Background: an optimization exercise with open tools, aiming at small area, a short achievable clock period and few clock cycles per item. Do not read the settings as production practice.
The RTL was checked by simulation tests, not by an equivalence proof against the original design.
No activity file was given, so power comes from the tool's default toggle rates.

==> design/flow/design.v <==
module mac_array_acc #(
  parameter int DATA_WIDTH = 8,
  parameter int ACC_WIDTH  = 32,
  parameter int LANES      = 4,
  parameter int LEN_W      = 16
) (
  input  logic                        clk,
  input  logic                        rst_n,
  input  logic                        start,
  input  logic [LEN_W-1:0]            vec_len,
  input  logic [LANES*ACC_WIDTH-1:0]  bias,
  input  logic                        sat_en,
  input  logic                        in_valid,
  output logic                        in_ready,
  input  logic [LANES*DATA_WIDTH-1:0] operand_a,
  input  logic [LANES*DATA_WIDTH-1:0] operand_b,
  output logic                        out_valid,
  input  logic                        out_ready,
  output logic [LANES*ACC_WIDTH-1:0]  out_data,
  output logic [LANES-1:0]            overflow,
  output logic                        busy
);
  logic             r_in_ready;
  logic             r_out_valid;
  logic [LEN_W-1:0] r_cnt;
  logic             r_sat;
  logic             w_beat, w_load, w_last, w_empty;
  assign busy    = r_in_ready | (r_out_valid & ~out_ready);
  assign w_load  = start & ~busy;
  assign w_beat  = in_valid & r_in_ready;
  assign w_last  = (r_cnt == LEN_W'(1));
  assign w_empty = (vec_len == '0);
  always_ff @(posedge clk or negedge rst_n) begin
    if (!rst_n) begin
      r_in_ready  <= 1'b0;
      r_out_valid <= 1'b0;
    end else begin
      if (w_load) begin
        r_in_ready  <= ~w_empty;
        r_out_valid <= w_empty;
      end else if (w_beat && w_last) begin
        r_in_ready  <= 1'b0;
        r_out_valid <= 1'b1;
      end else if (out_ready) begin
        r_out_valid <= 1'b0;
      end
    end
  end
  always_ff @(posedge clk) begin
    if (w_load) begin
      r_cnt <= vec_len;
      r_sat <= sat_en;
    end else if (w_beat) begin
      r_cnt <= r_cnt - 1'b1;
    end
  end
  for (genvar g = 0; g < LANES; g++) begin : g_lane
    logic [DATA_WIDTH-1:0] a_g;
    logic [11:0]           w_be;
    logic [15:0]           w_p, r_p, p_g;
    logic [15:0]           s;
    logic                  c;
    logic [ACC_WIDTH-1:0]  r_acc;
    logic                  r_ovf;
    logic [15:0]           hi, hi_nxt, lo_nxt;
    logic [15:0]           ones_below, zeros_below, m_up, m_dn, hi_c0, hi_c1;
    logic                  p_neg, f1, f0, v;
    logic                  is_max, is_min, sat_max, sat_min;
    assign a_g = operand_a[g*DATA_WIDTH +: DATA_WIDTH] & {DATA_WIDTH{w_beat}};
    mac_booth_enc u_enc (
      .b  (operand_b[g*DATA_WIDTH +: DATA_WIDTH]),
      .be (w_be)
    );
    mac_mul u_mul (
      .a  (a_g),
      .be (w_be),
      .p  (w_p)
    );
    always_ff @(posedge clk) begin
      r_p <= w_p;
    end
    assign p_g = r_p;
    mac_add16 u_add (
      .x (r_acc[15:0]),
      .y (p_g),
      .s (s),
      .c (c)
    );
    assign hi = r_acc[31:16];
    always_comb begin
      ones_below[0]  = 1'b1;
      zeros_below[0] = 1'b1;
      for (int i = 1; i < 16; i++) begin
        ones_below[i]  = ones_below[i-1] & hi[i-1];
        zeros_below[i] = zeros_below[i-1] & ~hi[i-1];
      end
    end
    assign is_max  = ones_below[15] & ~hi[15];
    assign is_min  = zeros_below[15] & hi[15];
    assign sat_max = r_sat & is_max;
    assign sat_min = r_sat & is_min;
    assign m_up    = ones_below & {16{~sat_max}};
    assign m_dn    = zeros_below & {16{~sat_min}};
    assign p_neg = p_g[15];
    assign hi_c1 = p_neg ? hi : (hi ^ m_up);
    assign hi_c0 = p_neg ? (hi ^ m_dn) : hi;
    assign hi_nxt = c ? hi_c1 : hi_c0;
    assign v  = c ? (~p_neg & is_max) : (p_neg & is_min);
    assign f1 = c & ~p_neg & sat_max;
    assign f0 = ~c & p_neg & sat_min;
    assign lo_nxt = (s | {16{f1}}) & ~{16{f0}};
    always_ff @(posedge clk) begin
      if (w_load) begin
        r_acc <= bias[g*ACC_WIDTH +: ACC_WIDTH];
        r_ovf <= 1'b0;
      end else begin
        r_acc <= {hi_nxt, lo_nxt};
        r_ovf <= r_ovf | v;
      end
    end
    assign out_data[g*ACC_WIDTH +: ACC_WIDTH] = {hi_nxt, lo_nxt};
    assign overflow[g] = r_ovf | v;
  end
  assign in_ready  = r_in_ready;
  assign out_valid = r_out_valid;
endmodule
module mac_mul (
  input  logic [7:0]  a,
  input  logic [11:0]  be,
  output logic [15:0] p
);
  wire p1 = ((be[0] & a[0]) | (be[1] & 1'b0)) ^ be[2];
  wire p2 = ((be[0] & a[1]) | (be[1] & a[0])) ^ be[2];
  wire p3 = ((be[0] & a[2]) | (be[1] & a[1])) ^ be[2];
  wire p4 = ((be[0] & a[3]) | (be[1] & a[2])) ^ be[2];
  wire p5 = ((be[0] & a[4]) | (be[1] & a[3])) ^ be[2];
  wire p6 = ((be[0] & a[5]) | (be[1] & a[4])) ^ be[2];
  wire p7 = ((be[0] & a[6]) | (be[1] & a[5])) ^ be[2];
  wire p8 = ((be[0] & a[7]) | (be[1] & a[6])) ^ be[2];
  wire p9 = ~(((be[0] & a[7]) | (be[1] & a[7])) ^ be[2]);
  wire p10 = ((be[3] & a[0]) | (be[4] & 1'b0)) ^ be[5];
  wire p11 = ((be[3] & a[1]) | (be[4] & a[0])) ^ be[5];
  wire p12 = ((be[3] & a[2]) | (be[4] & a[1])) ^ be[5];
  wire p13 = ((be[3] & a[3]) | (be[4] & a[2])) ^ be[5];
  wire p14 = ((be[3] & a[4]) | (be[4] & a[3])) ^ be[5];
  wire p15 = ((be[3] & a[5]) | (be[4] & a[4])) ^ be[5];
  wire p16 = ((be[3] & a[6]) | (be[4] & a[5])) ^ be[5];
  wire p17 = ((be[3] & a[7]) | (be[4] & a[6])) ^ be[5];
  wire p18 = ~(((be[3] & a[7]) | (be[4] & a[7])) ^ be[5]);
  wire p19 = ((be[6] & a[0]) | (be[7] & 1'b0)) ^ be[8];
  wire p20 = ((be[6] & a[1]) | (be[7] & a[0])) ^ be[8];
  wire p21 = ((be[6] & a[2]) | (be[7] & a[1])) ^ be[8];
  wire p22 = ((be[6] & a[3]) | (be[7] & a[2])) ^ be[8];
  wire p23 = ((be[6] & a[4]) | (be[7] & a[3])) ^ be[8];
  wire p24 = ((be[6] & a[5]) | (be[7] & a[4])) ^ be[8];
  wire p25 = ((be[6] & a[6]) | (be[7] & a[5])) ^ be[8];
  wire p26 = ((be[6] & a[7]) | (be[7] & a[6])) ^ be[8];
  wire p27 = ~(((be[6] & a[7]) | (be[7] & a[7])) ^ be[8]);
  wire p28 = ((be[9] & a[0]) | (be[10] & 1'b0)) ^ be[11];
  wire p29 = ((be[9] & a[1]) | (be[10] & a[0])) ^ be[11];
  wire p30 = ((be[9] & a[2]) | (be[10] & a[1])) ^ be[11];
  wire p31 = ((be[9] & a[3]) | (be[10] & a[2])) ^ be[11];
  wire p32 = ((be[9] & a[4]) | (be[10] & a[3])) ^ be[11];
  wire p33 = ((be[9] & a[5]) | (be[10] & a[4])) ^ be[11];
  wire p34 = ((be[9] & a[6]) | (be[10] & a[5])) ^ be[11];
  wire p35 = ((be[9] & a[7]) | (be[10] & a[6])) ^ be[11];
  wire p36 = ~(((be[9] & a[7]) | (be[10] & a[7])) ^ be[11]);
  wire s37 = be[11] ^ p7;
  wire c38 = be[11] & p7;
  wire s39 = p8 ^ p15;
  wire c40 = p8 & p15;
  wire s41 = 1'b1 ^ p9 ^ p16;
  wire c42 = (1'b1 & p9) | (1'b1 & p16) | (p9 & p16);
  wire s43 = 1'b1 ^ p17;
  wire c44 = 1'b1 & p17;
  wire s45 = be[8] ^ p5;
  wire c46 = be[8] & p5;
  wire s47 = p6 ^ p13;
  wire c48 = p6 & p13;
  wire s49 = p14 ^ p21 ^ p28;
  wire c50 = (p14 & p21) | (p14 & p28) | (p21 & p28);
  wire s51 = p22 ^ p29 ^ c38;
  wire c52 = (p22 & p29) | (p22 & c38) | (p29 & c38);
  wire s53 = p23 ^ p30 ^ c40;
  wire c54 = (p23 & p30) | (p23 & c40) | (p30 & c40);
  wire s55 = p24 ^ p31 ^ s43;
  wire c56 = (p24 & p31) | (p24 & s43) | (p31 & s43);
  wire s57 = p18 ^ p25 ^ p32;
  wire c58 = (p18 & p25) | (p18 & p32) | (p25 & p32);
  wire s59 = 1'b1 ^ p26;
  wire c60 = 1'b1 & p26;
  wire s61 = be[5] ^ p3;
  wire c62 = be[5] & p3;
  wire s63 = p4 ^ p11;
  wire c64 = p4 & p11;
  wire s65 = p12 ^ p19 ^ s45;
  wire c66 = (p12 & p19) | (p12 & s45) | (p19 & s45);
  wire s67 = p20 ^ c46 ^ s47;
  wire c68 = (p20 & c46) | (p20 & s47) | (c46 & s47);
  wire s69 = c48 ^ s37 ^ s49;
  wire c70 = (c48 & s37) | (c48 & s49) | (s37 & s49);
  wire s71 = s39 ^ c50 ^ s51;
  wire c72 = (s39 & c50) | (s39 & s51) | (c50 & s51);
  wire s73 = s41 ^ c52 ^ s53;
  wire c74 = (s41 & c52) | (s41 & s53) | (c52 & s53);
  wire s75 = c42 ^ c54 ^ s55;
  wire c76 = (c42 & c54) | (c42 & s55) | (c54 & s55);
  wire s77 = c44 ^ s57 ^ c56;
  wire c78 = (c44 & s57) | (c44 & c56) | (s57 & c56);
  wire s79 = p33 ^ s59 ^ c58;
  wire c80 = (p33 & s59) | (p33 & c58) | (s59 & c58);
  wire s81 = p27 ^ p34 ^ c60;
  wire c82 = (p27 & p34) | (p27 & c60) | (p34 & c60);
  wire s83 = 1'b1 ^ p35;
  wire c84 = 1'b1 & p35;
  wire g85 = be[2] & p1;
  wire g86 = p2 & 1'b0;
  wire g87 = p10 & s61;
  wire g88 = c62 & s63;
  wire g89 = c64 & s65;
  wire g90 = c66 & s67;
  wire g91 = c68 & s69;
  wire g92 = c70 & s71;
  wire g93 = c72 & s73;
  wire g94 = c74 & s75;
  wire g95 = s77 & c76;
  wire g96 = s79 & c78;
  wire g97 = s81 & c80;
  wire g98 = s83 & c82;
  wire g99 = p36 & c84;
  wire g100 = 1'b1 & 1'b0;
  wire pr101 = be[2] ^ p1;
  wire pr102 = p2 ^ 1'b0;
  wire pr103 = p10 ^ s61;
  wire pr104 = c62 ^ s63;
  wire pr105 = c64 ^ s65;
  wire pr106 = c66 ^ s67;
  wire pr107 = c68 ^ s69;
  wire pr108 = c70 ^ s71;
  wire pr109 = c72 ^ s73;
  wire pr110 = c74 ^ s75;
  wire pr111 = s77 ^ c76;
  wire pr112 = s79 ^ c78;
  wire pr113 = s81 ^ c80;
  wire pr114 = s83 ^ c82;
  wire pr115 = p36 ^ c84;
  wire pr116 = 1'b1 ^ 1'b0;
  wire G117 = g86 | (pr102 & g85);
  wire P118 = pr102 & pr101;
  wire G119 = g88 | (pr104 & g87);
  wire P120 = pr104 & pr103;
  wire G121 = g90 | (pr106 & g89);
  wire P122 = pr106 & pr105;
  wire G123 = g92 | (pr108 & g91);
  wire P124 = pr108 & pr107;
  wire G125 = g94 | (pr110 & g93);
  wire P126 = pr110 & pr109;
  wire G127 = g96 | (pr112 & g95);
  wire P128 = pr112 & pr111;
  wire G129 = g98 | (pr114 & g97);
  wire P130 = pr114 & pr113;
  wire G131 = g100 | (pr116 & g99);
  wire P132 = pr116 & pr115;
  wire G133 = g87 | (pr103 & G117);
  wire P134 = pr103 & P118;
  wire G135 = G119 | (P120 & G117);
  wire P136 = P120 & P118;
  wire G137 = g91 | (pr107 & G121);
  wire P138 = pr107 & P122;
  wire G139 = G123 | (P124 & G121);
  wire P140 = P124 & P122;
  wire G141 = g95 | (pr111 & G125);
  wire P142 = pr111 & P126;
  wire G143 = G127 | (P128 & G125);
  wire P144 = P128 & P126;
  wire G145 = g99 | (pr115 & G129);
  wire P146 = pr115 & P130;
  wire G147 = G131 | (P132 & G129);
  wire P148 = P132 & P130;
  wire G149 = g89 | (pr105 & G135);
  wire P150 = pr105 & P136;
  wire G151 = G121 | (P122 & G135);
  wire P152 = P122 & P136;
  wire G153 = G137 | (P138 & G135);
  wire P154 = P138 & P136;
  wire G155 = G139 | (P140 & G135);
  wire P156 = P140 & P136;
  wire G157 = g97 | (pr113 & G143);
  wire P158 = pr113 & P144;
  wire G159 = G129 | (P130 & G143);
  wire P160 = P130 & P144;
  wire G161 = G145 | (P146 & G143);
  wire P162 = P146 & P144;
  wire G163 = G147 | (P148 & G143);
  wire P164 = P148 & P144;
  wire G165 = g93 | (pr109 & G155);
  wire P166 = pr109 & P156;
  wire G167 = G125 | (P126 & G155);
  wire P168 = P126 & P156;
  wire G169 = G141 | (P142 & G155);
  wire P170 = P142 & P156;
  wire G171 = G143 | (P144 & G155);
  wire P172 = P144 & P156;
  wire G173 = G157 | (P158 & G155);
  wire P174 = P158 & P156;
  wire G175 = G159 | (P160 & G155);
  wire P176 = P160 & P156;
  wire G177 = G161 | (P162 & G155);
  wire P178 = P162 & P156;
  wire G179 = G163 | (P164 & G155);
  wire P180 = P164 & P156;
  wire S181 = pr102 ^ g85;
  wire S182 = pr103 ^ G117;
  wire S183 = pr104 ^ G133;
  wire S184 = pr105 ^ G135;
  wire S185 = pr106 ^ G149;
  wire S186 = pr107 ^ G151;
  wire S187 = pr108 ^ G153;
  wire S188 = pr109 ^ G155;
  wire S189 = pr110 ^ G165;
  wire S190 = pr111 ^ G167;
  wire S191 = pr112 ^ G169;
  wire S192 = pr113 ^ G171;
  wire S193 = pr114 ^ G173;
  wire S194 = pr115 ^ G175;
  wire S195 = pr116 ^ G177;
  assign p = {S195,S194,S193,S192,S191,S190,S189,S188,S187,S186,S185,S184,S183,S182,S181,pr101};
endmodule
module mac_add16 (
  input  logic [15:0] x,
  input  logic [15:0] y,
  output logic [15:0] s,
  output logic        c
);
  wire g196 = x[0] & y[0];
  wire g197 = x[1] & y[1];
  wire g198 = x[2] & y[2];
  wire g199 = x[3] & y[3];
  wire g200 = x[4] & y[4];
  wire g201 = x[5] & y[5];
  wire g202 = x[6] & y[6];
  wire g203 = x[7] & y[7];
  wire g204 = x[8] & y[8];
  wire g205 = x[9] & y[9];
  wire g206 = x[10] & y[10];
  wire g207 = x[11] & y[11];
  wire g208 = x[12] & y[12];
  wire g209 = x[13] & y[13];
  wire g210 = x[14] & y[14];
  wire g211 = x[15] & y[15];
  wire pr212 = x[0] ^ y[0];
  wire pr213 = x[1] ^ y[1];
  wire pr214 = x[2] ^ y[2];
  wire pr215 = x[3] ^ y[3];
  wire pr216 = x[4] ^ y[4];
  wire pr217 = x[5] ^ y[5];
  wire pr218 = x[6] ^ y[6];
  wire pr219 = x[7] ^ y[7];
  wire pr220 = x[8] ^ y[8];
  wire pr221 = x[9] ^ y[9];
  wire pr222 = x[10] ^ y[10];
  wire pr223 = x[11] ^ y[11];
  wire pr224 = x[12] ^ y[12];
  wire pr225 = x[13] ^ y[13];
  wire pr226 = x[14] ^ y[14];
  wire pr227 = x[15] ^ y[15];
  wire G228 = g197 | (pr213 & g196);
  wire P229 = pr213 & pr212;
  wire G230 = g199 | (pr215 & g198);
  wire P231 = pr215 & pr214;
  wire G232 = g201 | (pr217 & g200);
  wire P233 = pr217 & pr216;
  wire G234 = g203 | (pr219 & g202);
  wire P235 = pr219 & pr218;
  wire G236 = g205 | (pr221 & g204);
  wire P237 = pr221 & pr220;
  wire G238 = g207 | (pr223 & g206);
  wire P239 = pr223 & pr222;
  wire G240 = g209 | (pr225 & g208);
  wire P241 = pr225 & pr224;
  wire G242 = g211 | (pr227 & g210);
  wire P243 = pr227 & pr226;
  wire G244 = g198 | (pr214 & G228);
  wire P245 = pr214 & P229;
  wire G246 = G230 | (P231 & G228);
  wire P247 = P231 & P229;
  wire G248 = g202 | (pr218 & G232);
  wire P249 = pr218 & P233;
  wire G250 = G234 | (P235 & G232);
  wire P251 = P235 & P233;
  wire G252 = g206 | (pr222 & G236);
  wire P253 = pr222 & P237;
  wire G254 = G238 | (P239 & G236);
  wire P255 = P239 & P237;
  wire G256 = g210 | (pr226 & G240);
  wire P257 = pr226 & P241;
  wire G258 = G242 | (P243 & G240);
  wire P259 = P243 & P241;
  wire G260 = g200 | (pr216 & G246);
  wire P261 = pr216 & P247;
  wire G262 = G232 | (P233 & G246);
  wire P263 = P233 & P247;
  wire G264 = G248 | (P249 & G246);
  wire P265 = P249 & P247;
  wire G266 = G250 | (P251 & G246);
  wire P267 = P251 & P247;
  wire G268 = g208 | (pr224 & G254);
  wire P269 = pr224 & P255;
  wire G270 = G240 | (P241 & G254);
  wire P271 = P241 & P255;
  wire G272 = G256 | (P257 & G254);
  wire P273 = P257 & P255;
  wire G274 = G258 | (P259 & G254);
  wire P275 = P259 & P255;
  wire G276 = g204 | (pr220 & G266);
  wire P277 = pr220 & P267;
  wire G278 = G236 | (P237 & G266);
  wire P279 = P237 & P267;
  wire G280 = G252 | (P253 & G266);
  wire P281 = P253 & P267;
  wire G282 = G254 | (P255 & G266);
  wire P283 = P255 & P267;
  wire G284 = G268 | (P269 & G266);
  wire P285 = P269 & P267;
  wire G286 = G270 | (P271 & G266);
  wire P287 = P271 & P267;
  wire G288 = G272 | (P273 & G266);
  wire P289 = P273 & P267;
  wire G290 = G274 | (P275 & G266);
  wire P291 = P275 & P267;
  wire S292 = pr213 ^ g196;
  wire S293 = pr214 ^ G228;
  wire S294 = pr215 ^ G244;
  wire S295 = pr216 ^ G246;
  wire S296 = pr217 ^ G260;
  wire S297 = pr218 ^ G262;
  wire S298 = pr219 ^ G264;
  wire S299 = pr220 ^ G266;
  wire S300 = pr221 ^ G276;
  wire S301 = pr222 ^ G278;
  wire S302 = pr223 ^ G280;
  wire S303 = pr224 ^ G282;
  wire S304 = pr225 ^ G284;
  wire S305 = pr226 ^ G286;
  wire S306 = pr227 ^ G288;
  assign s = {S306,S305,S304,S303,S302,S301,S300,S299,S298,S297,S296,S295,S294,S293,S292,pr212};
  assign c = G290;
endmodule
module mac_booth_enc (
  input  logic [7:0]  b,
  output logic [11:0] be
);
  for (genvar k = 0; k < 4; k++) begin : g_d
    logic b1, b0, bm;
    assign b1 = b[2*k+1];
    assign b0 = b[2*k];
    if (k == 0) begin : g_z
      assign bm = 1'b0;
    end else begin : g_n
      assign bm = b[2*k-1];
    end
    assign be[3*k]   = b0 ^ bm;
    assign be[3*k+1] = (b1 & ~b0 & ~bm) | (~b1 & b0 & bm);
    assign be[3*k+2] = b1;
  end
endmodule
==> design/flow/flow/run.sh <==
#!/bin/bash
# The standard layout, with the smallest plain buffer on every port in
# place of the default port buffer cell, and a clock tree without dummy
# loads and with larger sink clusters.
set -euo pipefail
bash standard.sh \
  'BUFFER_PORTS_ARGS=-buffer_cell sky130_fd_sc_hd__buf_1' \
  'CTS_ARGS=-sink_clustering_enable -repair_clock_nets -dont_use_dummy_load -sink_clustering_size 30 -sink_clustering_max_diameter 80' \
  finish > standard.log 2>&1
==> design/flow/standard.sh <==
#!/bin/bash
# synth_recipe.tcl (not shown) runs the flow's synth.tcl, then flattens the netlist and writes it again
# the make line also repeats each setting of config.mk as NAME=value (left out here)
make -C /OpenROAD-flow-scripts/flow DESIGN_CONFIG=/design/flow/config.mk WORK_HOME=/design/flow/orfs CLKGATE_MAP_FILE= SYNTH_SCRIPT=/design/flow/synth_recipe.tcl "${@:-finish}"
==> design/flow/config.mk <==
export PLATFORM = sky130hd
export DESIGN_NAME = mac_array_acc
export DESIGN_NICKNAME = mac_array_acc
export VERILOG_FILES = /design/flow/design.v
export SDC_FILE = /design/flow/constraint.sdc
export NUM_CORES = 4
export LEC_CHECK = 0
export ABC_AREA = 1
export CAP_MARGIN = 20
export CORE_MARGIN = 2
export CORE_UTILIZATION = 55
export SETUP_SLACK_MARGIN = 1.2
export SLEW_MARGIN = 20
==> design/flow/constraint.sdc <==
create_clock -name core_clock -period 5.5 [get_ports {clk}]
set_input_delay 1.1000 -clock core_clock [delete_from_list [all_inputs] [get_ports {clk}]]
set_output_delay 1.1000 -clock core_clock [all_outputs]
set_load 0.01 [all_outputs]
==> metrics.cfg, run 1 <==
[outcome]
outcome=no timing/DRC/antenna violations

[drt]
via_per_inst=5.46
wl_per_cell_um=16.0
num_vias=19600
drtPass1Iterations=8
drt-initial-drc-count=1476
drc_errors=0
drtAntennaViolNets=0
drt_wl_total_um=57700

[final_layout]
area_delta_synth_final_pct=21.1
nNetsFinal=3603
diodes=0
fin_util=0.678
multi_input_area_um2=14100
drive_above_1_share=0.134
finalInstanceArea_um2=23400
regArea_um2=4500
final_cells=3600
fillers=3170

[sta]
period_minus_slack_ps=4310
fin_ws_ps=1190
rsz0062_at_grt=yes
hold_viol=0
setup_tns_ps=0
setup_viol=0
finClkSkew_ps=52.8
max_freq_ghz=0.232
period_share=0.783
slew_headroom=0.309
tightest_slew_ps=1040
drv_slew=0

[placement]
place_area_um2=21100
place_ws_ps=413
numPortBuffers=348
hpwl_um=42500
gp_congestion=0.935
placed_cells=3496

[grt]
grt_util_all_layers=0.295
grt_max_degree=143
grt_pass1_wl_um=88000
overflow=0
grt_pass1_vias=18000
antenna_found_initial=0

[die]
dieWidth_um=191
start_util=0.560
die_h_um=191
rows=68
die_area_um2=36700
coreArea_um2=34500
io_pins=349

[synth]
syn_area_um2=19300
synth_top_area_cell=dfxtp_1
synth_top_area_frac=0.203
syn_area_per_cell_um2=7.01
netlist_instances=2759
netlist_top_cells_area=dfxtp_1 (20%), nand2_1 (14%), ha_1 (10%)
ys_ff_latch=215
ys_seq_area_frac=0.232
synthesis.nets=3215
yosys_warnings=1
netlist-cell-type-count=49

[setup_path]
crit_type=flop to output port
startpoint_type=flop
crit_buf_inv=6
critPathRequiredTime_ps=4400
path_cells=ha_4 -> inv_2 -> fa_2 -> inv_2 -> nand3_2 -> nand2_2 -> nand3_2 -> nand2_2 -> nand2_2 -> nand2_2 -> a21o_1 -> nand2_2 -> nand2_4 -> clkinvlp_4 -> buf_6 -> o211ai_1 -> nand2_2 -> inv_2 -> buf_6
worstSetupEndpointType=output port
reg2regPathDepth=14
regToRegEndpoint=g_lane[0].r_p[9]
critPathMaxStageDelay_ps=380
cp_slowest_cell=fa_2
timing.rr.start=r_in_ready
cpMostUsedCell=nand2_2
r2r_slack_ps=1550
cp.arrival_ps=3210
crit_family=simple AND/OR/NAND/NOR gates
crit_fanout=8

[run]
maxCapViolCount=0

[power_and_ir_drop]
peakVddDrop_v=0.000494
p_leak_nw=11.3
p_per_area_nw_per_um2=743

[clock_network]
clock_latency_ps=530
clk_transition_reported_paths_ps=80
cts_tree=built
cts-root-buf=clkbuf_16
cts_inserted_buffers=19
htreeDepth=1
cts.sinks=215
clockBufferDepth=3
hold_buffers=0

[min_path]
min_path_type=primary input to async pin

## cells in the mapped netlist (all sizes together)
cell,instances
fa,84
nand3b,7
nor2,171
dfrtp,2
o21bai,13
or4,1
and2,3
xor2,176
a211oi,12
dfxtp,196
ha,158
a31oi,9
nand3,123
xnor2,44
edfxtp,17
nand4,41
or2,10
clkinv,3
o211ai,14
inv,398
nand2,726
nor4,10
o21a,4
o31ai,2
o22ai,108
a21o,3
buf,33
a21oi,123
a21boi,2
a31o,1
nor3,42
o21ai,172
clkbuf,51
## through the flow
step	hold WS, ps	total power, mW
3_3_place_gp	506	13.9
2_1_floorplan	534	11.1
3_5_place_dp	530	14.2
6_report	339	17.4
5_1_grt	337	19.1
4_1_cts	322	16.3
## area by class of cell
type / count / share of cell area
multi-input cells: 2067 / 0.601
flip-flops and latches: 215 / 0.192
repair buffers: 443 / 0.0967
inverters: 401 / 0.0659
well taps: 455 / 0.0243
clock buffers: 19 / 0.0203
## state kept, by name, summed over array words and instances, names as in the netlist
register      cells
g_lane.r_p       64
r_sat             1
g_lane.r_ovf      4
r_cnt            16
g_lane.r_acc    128
r_in_ready        1
r_out_valid       1
## power by group
part,leakage [nW],switching [mW],total [mW],internal (mW)
sequential,1.84,0.680,3.18,2.50
combinational,9.25,7.83,13.0,5.18
clock,0.234,0.593,1.20,0.610
total,11.3,9.10,17.4,8.29
## logic make-up after synthesis
logic type | after synthesis | synth area share
DFF | 215 | 0.232
xor gates and xnor gates | 220 | 0.0997
adders and majority gates | 242 | 0.189
buffers and inverters | 485 | 0.0975
and+or+nand+nor | 1134 | 0.245
AOI/OAI and AO/OA | 463 | 0.136
## worst max-delay path by stage
stage | from | end | slack [ps] | depth (start not counted)
final | g_lane[1].r_p[0] | out_data[55] | 1190 | 19
after global routing | g_lane[1].r_p[0] | out_data[63] | 1010 | 19
after CTS | g_lane[3].r_p[0] | out_data[103] | 1190 | 19
after detailed placement | in_valid | g_lane[2].r_p[15] | 410 | 22
after global placement | in_valid | g_lane[2].r_p[15] | 540 | 22
after floorplan | in_valid | g_lane[2].r_p[9] | 1190 | 16
## cells in the final DEF (no fill, tap or decap), types with 9 or more instances in the layout
| cell | instances |
|---|---|
| buf_1 | 306 |
| xor2_1 | 170 |
| o211ai_1 | 14 |
| buf_2 | 22 |
| a31oi_1 | 9 |
| dfxtp_1 | 186 |
| o22ai_1 | 92 |
| nand2_2 | 48 |
| nand4_1 | 41 |
| buf_6 | 19 |
| nand2_4 | 22 |
| o21ai_1 | 25 |
| ha_1 | 151 |
| a21oi_1 | 94 |
| fa_1 | 79 |
| o21ai_0 | 124 |
| clkbuf_16 | 21 |
| nand3_2 | 14 |
| inv_2 | 23 |
| nand3_1 | 106 |
| o21ai_4 | 9 |
| o22ai_2 | 15 |
| nand2_1 | 658 |
| o21ai_2 | 14 |
| xnor2_1 | 44 |
| edfxtp_1 | 17 |
| nor4_1 | 10 |
| inv_1 | 368 |
| clkbuf_2 | 15 |
| buf_4 | 72 |
| nor3_1 | 34 |
| nor2_1 | 163 |
| a21oi_2 | 25 |
## metal layers
layer / track usage / wire length [um]
met5: 0 / 0
met1: 0.412 / 25500
met2: 0.474 / 25900
met3: 0.0364 / 4560
met4: 0.0938 / 1750
## repair_timing
action,4_1_cts,5_1_grt
setup buffers,35,40
setup endpoints to repair,147,154
pin swaps,19,52
resized for setup,90,250
cloned,8,2
## worst register-to-register path, stage by stage (launching register included)
cell       delay, ps
dfrtp_1          420
nand2_2          170
clkinv_4         150
clkbuf_16        220
nand2_1          220
o22ai_1          150
xor2_1           170
fa_1             510
inv_1             50
fa_1             470
ha_1             370
a21oi_4          220
o21bai_4          90
fa_1             430
xor2_1           170
Testbench counts, summed over its fixed seeds: cycles 5,520, jobs 320.
==> run 2: changes to the inputs <==
--- a/design/flow/config.mk
+++ b/design/flow/config.mk
@@ -10,4 +10,4 @@
 export CORE_MARGIN = 2
 export CORE_UTILIZATION = 55
-export SETUP_SLACK_MARGIN = 1.2
+export SETUP_SLACK_MARGIN = 1.0
 export SLEW_MARGIN = 20
==> run 2 against run 1 <==
Effect of this change:
- largest power group unchanged
- setup slack worse by 58 ps
- worst hold slack improved by 21 ps
- die area unchanged
- global-route usage is 0.077 points higher
- clock skew increased by 12 ps
- flip-flop and latch count is the same
- highest routed layer unchanged
- first-iteration DRC count decreased by 9.1%
- sequential power about the same
==> metrics.cfg, run 2 <==
[drt]
drt_wl_total_um=55800
met3_length_um=4380
wl_per_cell_um=15.7
drc_errors=0
wl_met1_um=25200
drtPass1Iterations=5
via_per_inst=5.42
route.met2.wl_um=24800
num_vias=19300
drtAntennaViolNets=0
top_layer=met4
drt-initial-drc-count=1342

[final_layout]
nNetsFinal=3566
largest_reg_flops=128
area_delta_synth_final_pct=15.2
regMostFlops=g_lane.r_acc
finalInstanceArea_um2=22300
final_cells=3565
fin_util=0.645
regArea_um2=4490
drive_above_1_share=0.0792
multi_input_area_um2=13400
layout_commonest_cell=nand2_1
fillers=3260
largestRegisters=g_lane.r_acc x128, g_lane.r_p x64, r_cnt x16
layout_common_cells=nand2_1 (687), inv_1 (375), buf_1 (328)

[run]
maxCapViolCount=0

[setup_path]
crit_type=flop to output port
cp.arrival_ps=3270
reg2regPathDepth=15
cp_slowest_cell=dfxtp_2
critPathMaxStageDelay_ps=370
path_cells=ha_1 -> inv_1 -> fa_1 -> inv_1 -> nand3_1 -> nand2_1 -> nand3_1 -> nand2_1 -> nand2_1 -> nand2_2 -> a21o_4 -> nand2_2 -> nand2_4 -> nand2_2 -> or2_4 -> a21oi_2 -> clkbuf_2
startpoint_type=flop
crit_fanout=8
critPathRequiredTime_ps=4400
worstSetupEndpointType=output port

[grt]
grt_max_degree=122
grt_pass1_wl_um=88600
overflow=0
antenna_found_initial=2
grt_util_all_layers=0.296
grt_pass1_vias=18200

[placement]
numPortBuffers=348
hpwl_um=42900
gp_congestion=0.931
placed_cells=3504
place_area_um2=21100

[sta]
hold_viol=0
max_freq_ghz=0.229
drv_slew=0
period_share=0.794
period_minus_slack_ps=4370
finClkSkew_ps=64.9
setup_tns_ps=0
tightest_slew_ps=1150
slew_headroom=0.236
rsz0062_at_grt=yes
setup_viol=0
whs_ps=360

[clock_network]
clockBufferDepth=3
cts-root-buf=clkbuf_16
clock_latency_ps=520
htreeDepth=1
cts.sinks=215
clk_transition_reported_paths_ps=100
cts_tree=built
cts_inserted_buffers=17

[synth]
ys_seq_area_frac=0.232
netlist_top_cells_area=dfxtp_1 (20%), nand2_1 (14%), ha_1 (10%)
synth_edf_count=17
syn_area_per_cell_um2=7.01
netlist-cell-type-count=49
syn_area_um2=19300
postSynth.asyncResetShare=0.00930
netlist_instances=2759
synthesis.nets=3215
synth_top_area_frac=0.203
ys_top_cells_by_count=nand2_1 (720), inv_1 (384), dfxtp_1 (196)
yosys_warnings=1
yosysMostFrequentCell=nand2_1
synth_top_area_cell=dfxtp_1
synthFlopType=dfxtp_1
ys_ff_latch=215

[die]
dieWidth_um=191
rows=68
die_h_um=191
start_util=0.560
io_pins=349
coreArea_um2=34500
die_area_um2=36700

[outcome]
outcome=no timing/DRC/antenna violations

[power_and_ir_drop]
p_per_area_nw_per_um2=729
peakVddDrop_v=0.000379
p_leak_nw=10.9

[min_path]
min_path_type=primary input to async pin

-- run 2: cell counts after synthesis --
No cell type changed its count.
-- run 2: path summary, 6_finish.rpt --
kind,startpoint,end,slack (ps)
worst max-delay path,g_lane[3].r_p[0],out_data[109],1130
worst min-delay path,rst_n,r_in_ready,360
worst max register to register,r_in_ready,g_lane[1].r_p[9],1420
worst min register to register,r_in_ready,r_in_ready,560
max in group asynchronous,rst_n,r_out_valid,5010
min in group core_clock,r_in_ready,r_in_ready,560
-- run 2: where the power goes --
part	switching [mW]	internal (mW)	leakage (nW)	total, mW
Combinational	7.45	4.53	8.82	12.0
Sequential	0.662	2.49	1.84	3.16
Clock	0.561	0.548	0.210	1.11
-- run 2: through the flow --
stage                     setup WS (ps)  total power [mW]
after floorplan                     997              11.1
after global placement              617              13.8
after detailed placement            550              14.2
after CTS                          1000              15.7
after global routing                983              18.0
final                              1130              16.2
-- run 2: cells by family (layout without fill, tap and decap cells) --
kind of cell,count (synthesis),in the layout,share of synthesized area
simple gates,1134,1141,0.245
buf+inv,485,827,0.0975
compound gates,463,463,0.136
fa+ha+maj,242,242,0.189
xor+xnor,220,220,0.0997
flops,215,215,0.232
other cells,0,2,0
-- run 2: layout make-up --
cell class / count / share of cell area
antenna: 2 / 0.000225
clock buffer: 17 / 0.0191
multi-input combinational: 2066 / 0.601
tap: 455 / 0.0256
timing repair inverter: 1 / 0.000337
inverter: 401 / 0.0691
sequential: 215 / 0.202
timing repair buffer: 408 / 0.0829
-- run 2: layer usage --
layer | GRT usage | up-vias
li1 | - | 9632
met1 | 0.414 | 8896
met2 | 0.475 | 712
met3 | 0.0435 | 89
met4 | 0.0790 | 0
met5 | 0 | -
-- run 2: repair_timing --
| item | 4_1_cts | 5_1_grt |
|---|---|---|
| hold buffers | 0 | 0 |
| endpoints found under the setup margin | 104 | 134 |
| buffers inserted | 17 | 16 |
| gates resized for setup | 19 | 129 |
| cloned | 4 | 5 |
| pin swaps | 3 | 20 |
-- run 2: worst max-delay path, delay by kind of cell, from the launching register on --
kind                       cells  cell delay (ps)
and+or+nand+nor               10             1230
adders and majority gates      2              510
DFF                            1              370
AOI/OAI and AO/OA              2              330
buffers and inverters          3              310
==> run 3: changes to the inputs <==
==> design/flow/flow/run.sh (replaced) <==
#!/bin/bash
# The standard layout, with the smallest plain buffer on every port in
# place of the default port buffer cell, a clock tree without dummy loads
# and with larger sink clusters, and gates on paths with ample slack sized
# down after global routing.
set -euo pipefail
bash standard.sh \
  'BUFFER_PORTS_ARGS=-buffer_cell sky130_fd_sc_hd__buf_1' \
  'CTS_ARGS=-sink_clustering_enable -repair_clock_nets -dont_use_dummy_load -sink_clustering_size 30 -sink_clustering_max_diameter 80' \
  'RECOVER_POWER=40' \
  finish > standard.log 2>&1
==> run 3 against run 2 <==
Effect of this change:
- now fails the layout checks on max-capacitance violations, max-slew violations
- non-clock buffer count stayed put
- largest cell class unchanged
- cell area is 0.20% lower
- highest routed layer unchanged
- wire length is 0.11% higher
==> metrics.cfg, run 3 <==
[grt]
overflow=0
grt_max_degree=122
grt_pass1_vias=18200
grt_util_all_layers=0.296
grt_pass1_wl_um=88600
antenna_found_initial=2

[placement]
place_area_um2=21100
place_ws_ps=550
gp_congestion=0.931
hpwl_um=42900
numPortBuffers=348

[drt]
drt-initial-drc-count=1297
via_per_inst=5.42
drtPass1Iterations=5
wl_per_cell_um=15.7
drt_wl_total_um=55900
drc_errors=0
num_vias=19300
drtAntennaViolNets=0

[clock_network]
htreeDepth=1
hold_buffers=0
clk_transition_reported_paths_ps=80
cts_inserted_buffers=17
clock_latency_ps=520
cts_tree=built
cts-root-buf=clkbuf_16
cts.sinks=215
clockBufferDepth=3

[setup_path]
path_cells=buf_1 -> nand2_1 -> inv_1 -> clkbuf_1 -> clkbuf_16 -> nand2_1 -> o22ai_1 -> xor2_1 -> fa_1 -> inv_1 -> fa_1 -> ha_1 -> a21oi_1 -> o21bai_2 -> fa_1 -> xor2_1
worstSetupEndpointType=flop
critPathMaxStageDelay_ps=510
cpMostUsedCell=fa_1
startpoint_type=primary input
crit_family=adder cells
cp_slowest_cell=fa_1
crit_type=primary input to flop
reg2regPathDepth=15
crit_buf_inv=5
cp.arrival_ps=4890
cp_num_cells=16
critPathRequiredTime_ps=5900
crit_fanout=16

[final_layout]
area_delta_synth_final_pct=14.9
largestRegisters=g_lane.r_acc x128, g_lane.r_p x64, r_cnt x16
fin_util=0.643
drive_above_1_share=0.0772
finalInstanceArea_um2=22200
regMostFlops=g_lane.r_acc
largest_reg_flops=128
nNetsFinal=3566
layout_common_cells=nand2_1 (687), inv_1 (376), buf_1 (328)
layout_commonest_cell=nand2_1

[die]
coreArea_um2=34500
die_area_um2=36700
dieWidth_um=191
start_util=0.560
die_h_um=191
rows=68
io_pins=349

[synth]
ys_top_cells_by_count=nand2_1 (720), inv_1 (384), dfxtp_1 (196)
ys_seq_area_frac=0.232
syn_area_per_cell_um2=7.01
yosysMostFrequentCell=nand2_1
ys_ff_latch=215
synthesis.nets=3215
netlist-cell-type-count=49
synthFlopType=dfxtp_1
synth_edf_count=17
netlist_instances=2759
synth_top_area_frac=0.203
postSynth.asyncResetShare=0.00930
yosys_warnings=1
syn_area_um2=19300
synth_top_area_cell=dfxtp_1
netlist_top_cells_area=dfxtp_1 (20%), nand2_1 (14%), ha_1 (10%)

[sta]
slew_headroom=-0.476
period_minus_slack_ps=4490
drv_slew=214
finClkSkew_ps=64.8
tightest_slew_ps=2210
setup_tns_ps=0
period_share=0.817
fin_ws_ps=1010
max_freq_ghz=0.222
hold_viol=0
setup_viol=0
rsz0062_at_grt=yes

[power_and_ir_drop]
p_per_area_nw_per_um2=730
p_leak_nw=10.8
peakVddDrop_v=0.000378

[min_path]
min_path_type=primary input to async pin

[outcome]
violations=max-capacitance violations, max-slew violations
outcome=failed layout checks

[run]
maxCapViolCount=2

run 3: cell types whose count changed in the layout (fill, tap and decap cells not counted), sizes merged:
cell	delta
clkbuf	+5
inv	-1
clkinvlp	+1
buf	-5
run 3: final timing paths:
check	start	end	slack, ps
max in group asynchronous	rst_n	r_in_ready	5010
min in group core_clock	r_in_ready	r_in_ready	560
worst min-delay path	rst_n	r_out_valid	360
worst min register to register	r_in_ready	r_in_ready	560
worst max register to register	r_in_ready	g_lane[1].r_p[9]	1230
worst max-delay path	in_valid	g_lane[1].r_p[9]	1010
run 3: stage by stage:
stage / power (mW) / hold slack, ps / instances
after floorplan: 11.1 / 534 / 2759
after global placement: 13.8 / 513 / 3504
after detailed placement: 14.2 / 534 / 3504
after CTS: 15.7 / 347 / 3542
after global routing: 18.0 / 353 / 3564
final: 16.2 / 359 / 3565
run 3: repair_timing:
| action | CTS | global route |
|---|---|---|
| gates cloned | 4 | 5 |
| gates resized for setup | 19 | 129 |
| buffers inserted | 17 | 16 |
| endpoints found under the hold margin | 0 | 0 |
| endpoints found under the setup margin | 104 | 134 |
| pin swaps | 3 | 20 |
run 3: cell type report:
class / count / area [um2]
diodes: 2 / 5.00
clock buffers: 17 / 425
fillers: 3268 / 12300
inverters: 401 / 1540
multi-input cells: 2066 / 13400
flip-flops and latches: 215 / 4490
well taps: 455 / 569
repair buffers: 408 / 1820
repair inverters: 1 / 7.51
run 3: cell families (layout without fill, tap and decap cells):
group,after synthesis,count (layout),synth area share
AO/OA/AOI/OAI,463,463,0.136
XOR/XNOR,220,220,0.0997
adder cells (fa/ha/maj),242,242,0.189
buffers and inverters,485,827,0.0975
flip-flops,215,215,0.232
other,0,2,0
AND/OR/NAND/NOR,1134,1141,0.245
run 3: layer usage:
layer | vias up | routed length (um) | track usage
met3 | 89 | 4550 | 0.0435
met2 | 704 | 24800 | 0.475
li1 | 9629 | - | -
met1 | 8892 | 25100 | 0.414
met5 | - | 0 | 0
met4 | 0 | 1400 | 0.0790
run 3: power breakdown:
group	internal [mW]	switching, mW	leakage [nW]
Clock	0.548	0.561	0.210
Combinational	4.52	7.44	8.79
Sequential	2.50	0.663	1.84

port drivers added, routing unchanged:
No port has a modelled driver above. Below, the same layouts with a new extraction and two added sets of constraints. Step 1, drivers: a clkbuf_16 drives clk and a buf_2 each remaining input, both assumed. Step 2, shift: input delay + t, output delay - t, t = (earliest + latest rising clock arrival at the registers) / 2. This alone moves slack from input paths to output paths. Slacks: ideal ports / drivers / drivers and shift; pairs: ideal ports / drivers.
run	shift t [ns]	setup WS [ns]	clock arrival spread, ns	pins driven straight from the clock port
run 1	0.557	1.191 / 1.139 / 0.815	0.053 / 0.053	1
run 2	0.533	1.133 / 1.086 / 0.686	0.065 / 0.065	1
run 3	0.533	1.005 / 1.029 / 0.496	0.065 / 0.065	1
The setup slack of run 3, which loses most, moves by +0.024 ns with the drivers and by -0.509 ns with both steps.
